Background: an optimization exercise with open tools, aiming at small area, a short achievable clock period and few clock cycles. Do not read the settings as production practice. In this exercise RTL edits were held to simulation tests only and were not proved equivalent to the original. Power and IR drop assume default switching activity.

[config.mk]
export PLATFORM = sky130hd
export DESIGN_NAME = bellman_ford_shortest_paths
export DESIGN_NICKNAME = bellman_ford_shortest_paths
export VERILOG_FILES = /design/flow/design.v
export SDC_FILE = /design/flow/constraint.sdc
export NUM_CORES = 4
export LEC_CHECK = 0
export CAP_MARGIN = 20
export CORE_MARGIN = 2
export CORE_UTILIZATION = 22
export PLACE_DENSITY = 0.35
export SLEW_MARGIN = 20
[constraint.sdc]
create_clock -name core_clock -period 7.5 [get_ports {clk}]
set_input_delay 1.5000 -clock core_clock [delete_from_list [all_inputs] [get_ports {clk}]]
set_output_delay 1.5000 -clock core_clock [all_outputs]
set_load 0.01 [all_outputs]
[run.sh]
#!/bin/bash
# synth_recipe.tcl (not shown) runs the flow's synth.tcl, then flattens the netlist and writes it again
# the make line also repeats each setting of config.mk as NAME=value (left out here)
make -C /OpenROAD-flow-scripts/flow DESIGN_CONFIG=/design/flow/config.mk WORK_HOME=/design/flow/orfs CLKGATE_MAP_FILE= SYNTH_SCRIPT=/design/flow/synth_recipe.tcl finish
[design.v]
`default_nettype none
package bfsp_pkg;
    localparam int MAX_NODES   = 16;
    localparam int WEIGHT_BITS = 16;
    localparam int NODE_W      = $clog2(MAX_NODES);
    localparam int CNT_W       = $clog2(MAX_NODES + 1);
    localparam int ADDR_W      = 2 * NODE_W;
    localparam int MAT_DEPTH   = MAX_NODES * MAX_NODES;
    localparam longint unsigned MAX_PATH =
        longint'(MAX_NODES - 1) * ((64'd1 << WEIGHT_BITS) - 64'd1);
    localparam int DIST_W      = $clog2(MAX_PATH + 64'd1);
    localparam int ROW_W       = 4;
    localparam int WIN_W       = 16;
    localparam int SRC_W       = 4;
    localparam int COUNT_W     = 5;
    localparam int OUT_NODE_W  = 4;
    localparam int OUT_DIST_W  = 20;
    localparam int PARENT_W    = 5;
    localparam int CFG_DATA_W  = 5;
    localparam int CFG_ADDR_W  = 1;
    localparam logic [CFG_ADDR_W-1:0] REG_SOURCE_NODE = 1'd0;
    localparam logic [CFG_ADDR_W-1:0] REG_NODE_COUNT  = 1'd1;
    typedef enum logic [3:0] {
        ST_IDLE,
        ST_INIT,
        ST_ROW_RD,
        ST_ROW_CHK,
        ST_SCAN,
        ST_DRAIN,
        ST_OUT_RD,
        ST_OUT_LD,
        ST_OUT_SEND
    } bfsp_state_t;
    typedef struct packed {
        logic              clear;      
        logic              seed;       
        logic [NODE_W-1:0] seed_addr;
        logic [NODE_W-1:0] rd_addr;    
        logic [NODE_W-1:0] u;          
        logic              relax;      
        logic              latch_u;    
        logic              out_load;   
        logic              out_last;
    } bfsp_ctl_t;
    typedef struct packed {
        logic              fin;
        logic [DIST_W-1:0] dist_val;
        logic [CNT_W-1:0]  parent;
    } bfsp_stat_t;
endpackage
`default_nettype wire
`default_nettype none
import bfsp_pkg::*;
module bfsp_wmem (
    input  wire logic                            clk,
    input  wire logic                            wr_en,
    input  wire logic [bfsp_pkg::ADDR_W-1:0]      wr_addr,
    input  wire logic [bfsp_pkg::WEIGHT_BITS-1:0] wr_data,
    input  wire logic [bfsp_pkg::ADDR_W-1:0]      rd_addr,
    output logic      [bfsp_pkg::WEIGHT_BITS-1:0] rd_data
);
    logic [WEIGHT_BITS-1:0] mem [MAT_DEPTH];
    logic [WEIGHT_BITS-1:0] rd_data_reg;
    always_ff @(posedge clk)
    begin
        if (wr_en)
        begin
            mem[wr_addr] <= wr_data;
        end
        rd_data_reg <= mem[rd_addr];
    end
    assign rd_data = rd_data_reg;
endmodule
`default_nettype wire
`default_nettype none
import bfsp_pkg::*;
module bfsp_relax (
    input  wire logic                            clk,
    input  wire logic                            rst_n,
    input  wire bfsp_pkg::bfsp_ctl_t             ctl,
    input  wire logic [bfsp_pkg::WEIGHT_BITS-1:0] weight,
    output bfsp_pkg::bfsp_stat_t                 stat
);
    logic [DIST_W-1:0]    dist_mem [MAX_NODES];
    logic [CNT_W-1:0]     par_mem  [MAX_NODES];
    logic [MAX_NODES-1:0] fin_reg;
    logic [DIST_W-1:0]    dist_rd_reg;
    logic [CNT_W-1:0]     par_rd_reg;
    logic                 fin_rd_reg;
    logic [NODE_W-1:0]    addr_d_reg;
    logic                 relax_d_reg;
    logic [DIST_W-1:0]    du_reg;
    logic [DIST_W-1:0]    alt;
    logic                 update;
    logic                 wr_en;
    logic [NODE_W-1:0]    wr_addr;
    logic [DIST_W-1:0]    wr_dist;
    logic [CNT_W-1:0]     wr_par;
    assign alt    = du_reg + DIST_W'(weight);
    assign update = relax_d_reg && (weight != '0) && (!fin_rd_reg || (alt < dist_rd_reg));
    always_comb
    begin
        wr_en   = update || ctl.seed;
        wr_addr = ctl.seed ? ctl.seed_addr : addr_d_reg;
        wr_dist = ctl.seed ? '0 : alt;
        wr_par  = ctl.seed ? '0 : (CNT_W'(ctl.u) + CNT_W'(1));
    end
    always_ff @(posedge clk or negedge rst_n)
    begin
        if (!rst_n)
        begin
            fin_reg     <= '0;
            relax_d_reg <= 1'b0;
        end
        else
        begin
            relax_d_reg <= ctl.relax;
            if (ctl.clear)
            begin
                fin_reg <= '0;
            end
            if (wr_en)
            begin
                fin_reg[wr_addr] <= 1'b1;
            end
        end
    end
    always_ff @(posedge clk)
    begin
        if (wr_en)
        begin
            dist_mem[wr_addr] <= wr_dist;
            par_mem[wr_addr]  <= wr_par;
        end
        dist_rd_reg <= dist_mem[ctl.rd_addr];
        par_rd_reg  <= par_mem[ctl.rd_addr];
        fin_rd_reg  <= fin_reg[ctl.rd_addr];
        addr_d_reg  <= ctl.rd_addr;
        if (ctl.latch_u)
        begin
            du_reg <= dist_rd_reg;
        end
    end
    assign stat.fin      = fin_rd_reg;
    assign stat.dist_val = dist_rd_reg;
    assign stat.parent   = par_rd_reg;
endmodule
`default_nettype wire
`default_nettype none
import bfsp_pkg::*;
module bfsp_seq (
    input  wire logic                        clk,
    input  wire logic                        rst_n,
    input  wire logic                        in_valid,
    input  wire logic                        last_entry,
    input  wire logic [bfsp_pkg::SRC_W-1:0]   source_node,
    input  wire logic [bfsp_pkg::COUNT_W-1:0] node_count,
    input  wire logic                        out_ready,
    input  wire bfsp_pkg::bfsp_stat_t        status,
    output logic                             in_ready,
    output bfsp_pkg::bfsp_ctl_t              ctl
);
    bfsp_pkg::bfsp_state_t state_reg, state_next;
    logic [CNT_W-1:0]  pass_reg, pass_next;
    logic [NODE_W-1:0] u_reg, u_next;
    logic [NODE_W-1:0] v_reg, v_next;
    logic [CNT_W-1:0]  n;
    logic [CNT_W-1:0]  n_m1_cnt;
    logic [NODE_W-1:0] n_m1;
    logic              src_ok;
    assign n        = (32'(node_count) > MAX_NODES) ? CNT_W'(MAX_NODES) : CNT_W'(node_count);
    assign n_m1_cnt = n - CNT_W'(1);
    assign n_m1     = NODE_W'(n_m1_cnt);
    assign src_ok   = 32'(source_node) < 32'(n);
    always_ff @(posedge clk or negedge rst_n)
    begin
        if (!rst_n)
        begin
            state_reg <= ST_IDLE;
            pass_reg  <= '0;
            u_reg     <= '0;
            v_reg     <= '0;
        end
        else
        begin
            state_reg <= state_next;
            pass_reg  <= pass_next;
            u_reg     <= u_next;
            v_reg     <= v_next;
        end
    end
    always_comb
    begin
        state_next = state_reg;
        pass_next  = pass_reg;
        u_next     = u_reg;
        v_next     = v_reg;
        unique case (state_reg)
            ST_IDLE:
            begin
                if (in_valid && last_entry)
                begin
                    state_next = ST_INIT;
                end
            end
            ST_INIT:
            begin
                u_next    = '0;
                v_next    = '0;
                pass_next = CNT_W'(1);
                if (n == '0)
                begin
                    state_next = ST_IDLE;
                end
                else if (n == CNT_W'(1))
                begin
                    state_next = ST_OUT_RD;
                end
                else
                begin
                    state_next = ST_ROW_RD;
                end
            end
            ST_ROW_RD:
            begin
                state_next = ST_ROW_CHK;
            end
            ST_ROW_CHK, ST_DRAIN:
            begin
                if ((state_reg == ST_ROW_CHK) && status.fin)
                begin
                    v_next     = '0;
                    state_next = ST_SCAN;
                end
                else if (u_reg != n_m1)
                begin
                    u_next     = u_reg + NODE_W'(1);
                    state_next = ST_ROW_RD;
                end
                else if (pass_reg != n_m1_cnt)
                begin
                    u_next     = '0;
                    pass_next  = pass_reg + CNT_W'(1);
                    state_next = ST_ROW_RD;
                end
                else
                begin
                    v_next     = '0;
                    state_next = ST_OUT_RD;
                end
            end
            ST_SCAN:
            begin
                if (v_reg == n_m1)
                begin
                    state_next = ST_DRAIN;
                end
                else
                begin
                    v_next = v_reg + NODE_W'(1);
                end
            end
            ST_OUT_RD:
            begin
                state_next = ST_OUT_LD;
            end
            ST_OUT_LD:
            begin
                state_next = ST_OUT_SEND;
            end
            ST_OUT_SEND:
            begin
                if (out_ready)
                begin
                    if (v_reg == n_m1)
                    begin
                        state_next = ST_IDLE;
                    end
                    else
                    begin
                        v_next     = v_reg + NODE_W'(1);
                        state_next = ST_OUT_RD;
                    end
                end
            end
            default:
            begin
                state_next = ST_IDLE;
            end
        endcase
    end
    always_comb
    begin
        in_ready      = 1'b0;
        ctl           = '0;
        ctl.rd_addr   = v_reg;
        ctl.u         = u_reg;
        ctl.seed_addr = NODE_W'(source_node);
        unique case (state_reg)
            ST_IDLE:
            begin
                in_ready = 1'b1;
            end
            ST_INIT:
            begin
                ctl.clear = 1'b1;
                ctl.seed  = src_ok;
            end
            ST_ROW_RD:
            begin
                ctl.rd_addr = u_reg;
            end
            ST_ROW_CHK:
            begin
                ctl.latch_u = 1'b1;
            end
            ST_SCAN:
            begin
                ctl.relax = 1'b1;
            end
            ST_OUT_LD:
            begin
                ctl.out_load = 1'b1;
                ctl.out_last = (v_reg == n_m1);
            end
            ST_DRAIN, ST_OUT_RD, ST_OUT_SEND:
            begin
                in_ready = 1'b0;
            end
            default:
            begin
                in_ready = 1'b0;
            end
        endcase
    end
endmodule
`default_nettype wire
`default_nettype none
import bfsp_pkg::*;
module bellman_ford_shortest_paths (
    input  wire logic                           clk,
    input  wire logic                           rst_n,
    input  wire logic                           cfg_wr_en,
    input  wire logic [bfsp_pkg::CFG_ADDR_W-1:0] cfg_addr,
    input  wire logic [bfsp_pkg::CFG_DATA_W-1:0] cfg_wdata,
    input  wire logic                           in_valid,
    output logic                                in_ready,
    input  wire logic [bfsp_pkg::ROW_W-1:0]      row_index,
    input  wire logic [bfsp_pkg::ROW_W-1:0]      col_index,
    input  wire logic [bfsp_pkg::WIN_W-1:0]      edge_weight,
    input  wire logic                           last_entry,
    output logic                                out_valid,
    input  wire logic                           out_ready,
    output logic      [bfsp_pkg::OUT_NODE_W-1:0] node_index,
    output logic      [bfsp_pkg::OUT_DIST_W-1:0] path_distance,
    output logic                                reachable,
    output logic      [bfsp_pkg::PARENT_W-1:0]   parent_node,
    output logic                                last_node
);
    logic [SRC_W-1:0]       source_node_reg;
    logic [COUNT_W-1:0]     node_count_reg;
    logic                   in_fire;
    logic                   wr_en;
    logic [ADDR_W-1:0]      wr_addr;
    logic [WEIGHT_BITS-1:0] rd_weight;
    bfsp_pkg::bfsp_ctl_t              ctl;
    bfsp_pkg::bfsp_stat_t             stat;
    logic                   out_valid_reg;
    logic [OUT_NODE_W-1:0]  node_index_reg;
    logic [OUT_DIST_W-1:0]  path_distance_reg;
    logic                   reachable_reg;
    logic [PARENT_W-1:0]    parent_node_reg;
    logic                   last_node_reg;
    always_ff @(posedge clk or negedge rst_n)
    begin
        if (!rst_n)
        begin
            source_node_reg <= '0;
            node_count_reg  <= COUNT_W'(16);
        end
        else if (cfg_wr_en)
        begin
            unique case (cfg_addr)
                REG_SOURCE_NODE: source_node_reg <= SRC_W'(cfg_wdata);
                REG_NODE_COUNT:  node_count_reg  <= COUNT_W'(cfg_wdata);
            endcase
        end
    end
    assign in_fire = in_valid && in_ready;
    assign wr_en   = in_fire && (32'(row_index) < MAX_NODES) && (32'(col_index) < MAX_NODES);
    assign wr_addr = {NODE_W'(row_index), NODE_W'(col_index)};
    bfsp_wmem u_wmem (
        .clk     (clk),
        .wr_en   (wr_en),
        .wr_addr (wr_addr),
        .wr_data (WEIGHT_BITS'(edge_weight)),
        .rd_addr ({ctl.u, ctl.rd_addr}),
        .rd_data (rd_weight)
    );
    bfsp_relax u_relax (
        .clk    (clk),
        .rst_n  (rst_n),
        .ctl    (ctl),
        .weight (rd_weight),
        .stat   (stat)
    );
    bfsp_seq u_seq (
        .clk         (clk),
        .rst_n       (rst_n),
        .in_valid    (in_valid),
        .last_entry  (last_entry),
        .source_node (source_node_reg),
        .node_count  (node_count_reg),
        .out_ready   (out_ready),
        .status      (stat),
        .in_ready    (in_ready),
        .ctl         (ctl)
    );
    always_ff @(posedge clk or negedge rst_n)
    begin
        if (!rst_n)
        begin
            out_valid_reg <= 1'b0;
        end
        else if (ctl.out_load)
        begin
            out_valid_reg <= 1'b1;
        end
        else if (out_valid_reg && out_ready)
        begin
            out_valid_reg <= 1'b0;
        end
    end
    always_ff @(posedge clk)
    begin
        if (ctl.out_load)
        begin
            node_index_reg    <= OUT_NODE_W'(ctl.rd_addr);
            path_distance_reg <= stat.fin ? OUT_DIST_W'(stat.dist_val) : '0;
            reachable_reg     <= stat.fin;
            parent_node_reg   <= stat.fin ? PARENT_W'(stat.parent) : '0;
            last_node_reg     <= ctl.out_last;
        end
    end
    assign out_valid     = out_valid_reg;
    assign node_index    = node_index_reg;
    assign path_distance = path_distance_reg;
    assign reachable     = reachable_reg;
    assign parent_node   = parent_node_reg;
    assign last_node     = last_node_reg;
endmodule
`default_nettype wire
==> implementation parameters <==
Parameter                              Value

Run status
  Status ... finished clean

Route
  Routed length per placed instance ... 29.7 um
  Total Wirelength ... 730000 um
  Drt initial violations ... ~11000
  Pre-Repair DR Iteration Count ... 6
  Ratio of routed vias to standard cells ... around 4.5
  Post-detailed-route count of antenna-violating nets ... 0
  Number of vias after detailed routing ... between 100k and 150k
  DRC violation count after routing ... 0

GRT
  GRT Resource Usage Total ... 16.7%
  Largest net degree at the start of global routing ... 153
  Wire length of the first global-routing pass ... a little under 1000000 um
  Via count of the first global-routing pass ... 109156
  Number of antenna violations at the first check in global routing ... 56
  Sum of overflow across all layers after global routing ... 0

Logic synthesis
  Sequential fraction of the synthesis area ... about three quarters
  Syn Std Cell Area ... 183000 um2
  Syn Inst Count ... 12508
  Yosys reg bits ... 4637
  Number of unique standard cell types used by synthesis ... 85
  Top FF cell, synth ... sky130_fd_sc_hd__edfxtp_1
  Number of enable flip-flop cells after synthesis ... 4547
  Synth top area share ... 74.5%
  Area leader, netlist ... sky130_fd_sc_hd__edfxtp_1
  Area contributors post-synth ... sky130_fd_sc_hd__edfxtp_1 (75%), sky130_fd_sc_hd__nand2_1 (5.6%), sky130_fd_sc_hd__mux2i_1 (4.0%)
  Number of nets in the synthesized netlist ... around 13000
  Warning count from the yosys run ... 4
  Syn_area_per_cell ... between 10 and 15 um2
  Share of synthesized registers carrying an async set or reset ... less than 1%

Floorplan
  I/O Pins ... slightly below 70
  Placeable Area ... 831000 um2
  Placement Rows ... 335
  Initial Utilization ... 22.0%
  Die height ... 916 um
  Die width ... 916 um
  Total Die Area ... 840000 um2

Hold path
  Hold path cells ... 2
  Hold Crit Class ... reg2reg

Clock network
  Max Root-Sink Buffers ... 4
  Clock tree from TritonCTS ... built
  Root Driver ... sky130_fd_sc_hd__clkbuf_16
  Max H-tree Level ... 6
  Setup bufs post-CTS ... 0
  Clock buffer count from CTS ... 535
  Post_cts resized ... 0
  # hold bufs at CTS ... 0
  Clk latency of the worst-skew pair ... 1.09 ns
  Sink Count ... 4637
  Clock transition at path regs ... 0.06 ns

STA
  Hold violation count in the final report ... 0
  Final critical path time including I/O delays and setup ... 6.43 ns
  Post-route clock skew ... 0.0461 ns
  Worst hold slack across all endpoints ... between 0.4 and 0.5 ns
  FMAX ... 0.156 GHz
  Setup repair after global routing missed its margin ... false
  Fin crit share ... 85.7%
  Worst Tran Pin Value ... approximately 1.3 ns
  Final-layout setup total negative slack ... 0 ns
  Max transition margin ... 13.6%
  Worst Slack Setup Final ... 1.07 ns
  Setup violations, final ... 0
  Count of pins over their slew limit ... 0

Pwr
  Power per cell area ... 321 nW/um2
  Sequential Power Share ... 43.0%
  Internal Power ... 47900 uW
  Leakage power figure ... 0.0731 uW
  Sw frac ... about a third
  Peak supply drop ... approximately 0.00025 V
  Final Total Pwr ... 70200 uW
  Clock network fraction of design power ... approximately 36%
  Combinational power share ... a little over a fifth
  Reported net switching power ... 22300 uW

Placement
  Post-DP HPWL ... 448000 um
  Count of port buffers added during placement ... 68
  Setup slack at placement ... 1.13 ns
  Routability congestion estimate from global placement ... between 0.8 and 0.9
  Area of placed instances ... 202000 um2

Setup path
  Critical path class ... reg2reg
  Reg-to-reg setup timing slack ... 1.07 ns
  CP Launch Type ... register
  Crit path arrival time ... between 7 and 8 ns
  Worst Path Max Fanout ... between 70 and 80
  Nature of the critical path endpoint ... register
  Data required, critical path ... 8.48 ns
  Cell count of the worst reg-to-reg path ... 13

Flow run
  Max-capacitance violation count ... 0

Layout
  Most frequent cells in the layout ... sky130_fd_sc_hd__edfxtp_1 (4547), sky130_fd_sc_hd__nand2_1 (2697), sky130_fd_sc_hd__a21oi_1 (816), sky130_fd_sc_hd__mux2i_1 (731), sky130_fd_sc_hd__nand3_1 (623)
  Most flop-heavy register ... u_wmem.mem
  Largest regs ... u_wmem.mem x4096, u_relax.dist_mem x320, u_relax.par_mem x80
  Share of layout cells above drive strength 1 ... 14.3%
  Leading cell type in the layout, fill and taps excluded ... sky130_fd_sc_hd__edfxtp_1
  Number of nets in the layout ... roughly 13000
  Flip-flop count of the largest register, all copies and words added ... a little over 4000
  Layout-stage area growth over the synthesis result ... 19.2%
  Cell area after layout ... 218000 um2
## layer usage
metal	global-route usage (%)	up-vias	routed length [um]
met5	0	-	13
li1	-	48674	-
met2	27.8	3031	347000
met3	2.23	733	35000
met1	23.5	59011	333000
met4	3.37	2	15200
## final timing paths
check	start	end
worst max-delay path	u_seq.state_reg[2]	u_wmem.rd_data_reg[12]
worst min-delay path	u_relax.fin_reg[2]	u_relax.fin_reg[2]
worst max register to register	u_seq.state_reg[2]	u_wmem.rd_data_reg[12]
worst min register to register	u_relax.fin_reg[2]	u_relax.fin_reg[2]
max in group asynchronous	rst_n	u_seq.u_reg[0]
min in group asynchronous	rst_n	source_node_reg[1]
## cell usage after synthesis (8+ instances only)
master / n
sky130_fd_sc_hd__mux2_2: 19
sky130_fd_sc_hd__nor2_1: 348
sky130_fd_sc_hd__a221oi_1: 23
sky130_fd_sc_hd__o221ai_1: 126
sky130_fd_sc_hd__o41ai_1: 12
sky130_fd_sc_hd__o32ai_1: 15
sky130_fd_sc_hd__inv_1: 36
sky130_fd_sc_hd__nor2b_1: 15
sky130_fd_sc_hd__xor2_1: 13
sky130_fd_sc_hd__ha_1: 48
sky130_fd_sc_hd__edfxtp_1: 4547
sky130_fd_sc_hd__a211oi_1: 51
sky130_fd_sc_hd__or4_1: 13
sky130_fd_sc_hd__a21oi_1: 818
sky130_fd_sc_hd__a21o_1: 16
sky130_fd_sc_hd__and2_1: 47
sky130_fd_sc_hd__o22ai_1: 240
sky130_fd_sc_hd__dfxtp_1: 46
sky130_fd_sc_hd__mux2i_1: 731
sky130_fd_sc_hd__dfrtp_1: 43
sky130_fd_sc_hd__xnor2_1: 22
sky130_fd_sc_hd__buf_1: 109
sky130_fd_sc_hd__o31ai_1: 20
sky130_fd_sc_hd__a32oi_1: 21
sky130_fd_sc_hd__nand2b_1: 19
sky130_fd_sc_hd__nand3_1: 628
sky130_fd_sc_hd__or3_1: 12
sky130_fd_sc_hd__a22oi_1: 19
sky130_fd_sc_hd__buf_6: 25
sky130_fd_sc_hd__nand4_1: 39
sky130_fd_sc_hd__o21ai_0: 137
sky130_fd_sc_hd__mux4_2: 108
sky130_fd_sc_hd__a31oi_1: 96
sky130_fd_sc_hd__buf_2: 229
sky130_fd_sc_hd__buf_4: 106
sky130_fd_sc_hd__a311oi_1: 88
sky130_fd_sc_hd__a21boi_0: 8
sky130_fd_sc_hd__nor4_1: 205
sky130_fd_sc_hd__and3_1: 80
sky130_fd_sc_hd__nand2_1: 2715
sky130_fd_sc_hd__a2111oi_0: 53
sky130_fd_sc_hd__nor3_1: 134
sky130_fd_sc_hd__clkbuf_1: 311
## layout make-up
class	instances	area (um2)
Fill cell	85081	613000
Sequential cell	4637	139000
Multi-Input combinational cell	7046	42400
Clock buffer	712	14300
Tap cell	11121	13900
Timing Repair Buffer	750	7100
Clock inverter	236	1850
Inverter	40	180
Antenna cell	24	60.1
## kinds of logic after synthesis
| group | after synthesis | share of synthesized area, % |
|---|---|---|
| buffers and inverters | 825 | 2.20 |
| and+or+nand+nor | 4286 | 9.97 |
| AOI/OAI and AO/OA | 1812 | 6.17 |
| muxes | 863 | 5.50 |
| xor gates and xnor gates | 36 | 0.180 |
| DFF | 4637 | 75.6 |
| adders and majority gates | 49 | 0.339 |
## stage by stage
stage / std cells / utilization, %
6_report: 24566 / 26.3
5_1_grt: 24550 / 26.3
4_1_cts: 24539 / 26.3
3_5_place_dp: 23591 / 24.3
3_3_place_gp: 23568 / 24.2
2_1_floorplan: 12508 / -
## critical path: stages (launching register included)
cell                        delay (ns)
sky130_fd_sc_hd__dfrtp_1          0.63
sky130_fd_sc_hd__or4b_4           0.81
sky130_fd_sc_hd__mux2i_4          0.58
sky130_fd_sc_hd__buf_4            0.33
sky130_fd_sc_hd__buf_12           0.39
sky130_fd_sc_hd__buf_4            0.48
sky130_fd_sc_hd__mux4_2           0.56
sky130_fd_sc_hd__a2111oi_0        0.60
sky130_fd_sc_hd__nor3_1           0.15
sky130_fd_sc_hd__buf_4            0.21
sky130_fd_sc_hd__nor4_1           0.87
sky130_fd_sc_hd__buf_4            0.36
sky130_fd_sc_hd__nor4_1           0.08
sky130_fd_sc_hd__buf_4            0.14
## power groups by stage
stage,logic [uW],registers (uW),clock network [uW]
after global placement,15200,30700,0
after floorplan,8640,30200,0
after CTS,15300,30200,25600
after global routing,16100,30200,26600
after detailed placement,15300,30700,0
final,15000,30200,25000
Testbench counts, summed over its fixed seeds: cycles 232,487.

re-timing with driven ports:
In the flow no input, the clock included, has a driving cell. The finished layout below was timed again as built, in two steps. Step 1: set_driving_cell puts a clkbuf_16 on clk and a buf_2 on each other input, an assumption about the parent block. Step 2 times the ports against the registers' clock, not the clock port: input delays grow and output delays shrink by t, the midpoint of the rising clock arrivals with the driver on. Slacks: no drivers / after step 1 / after step 2; pairs: no drivers / after step 1.
t, ns: 1.205
slack for setup (ns): 1.071 / 1.071 / 1.071
worst setup path at the end: register to register
After both steps this run still meets setup and hold. The setup slack of this run moves by 0.000 ns with the drivers and by 0.000 ns with both steps.
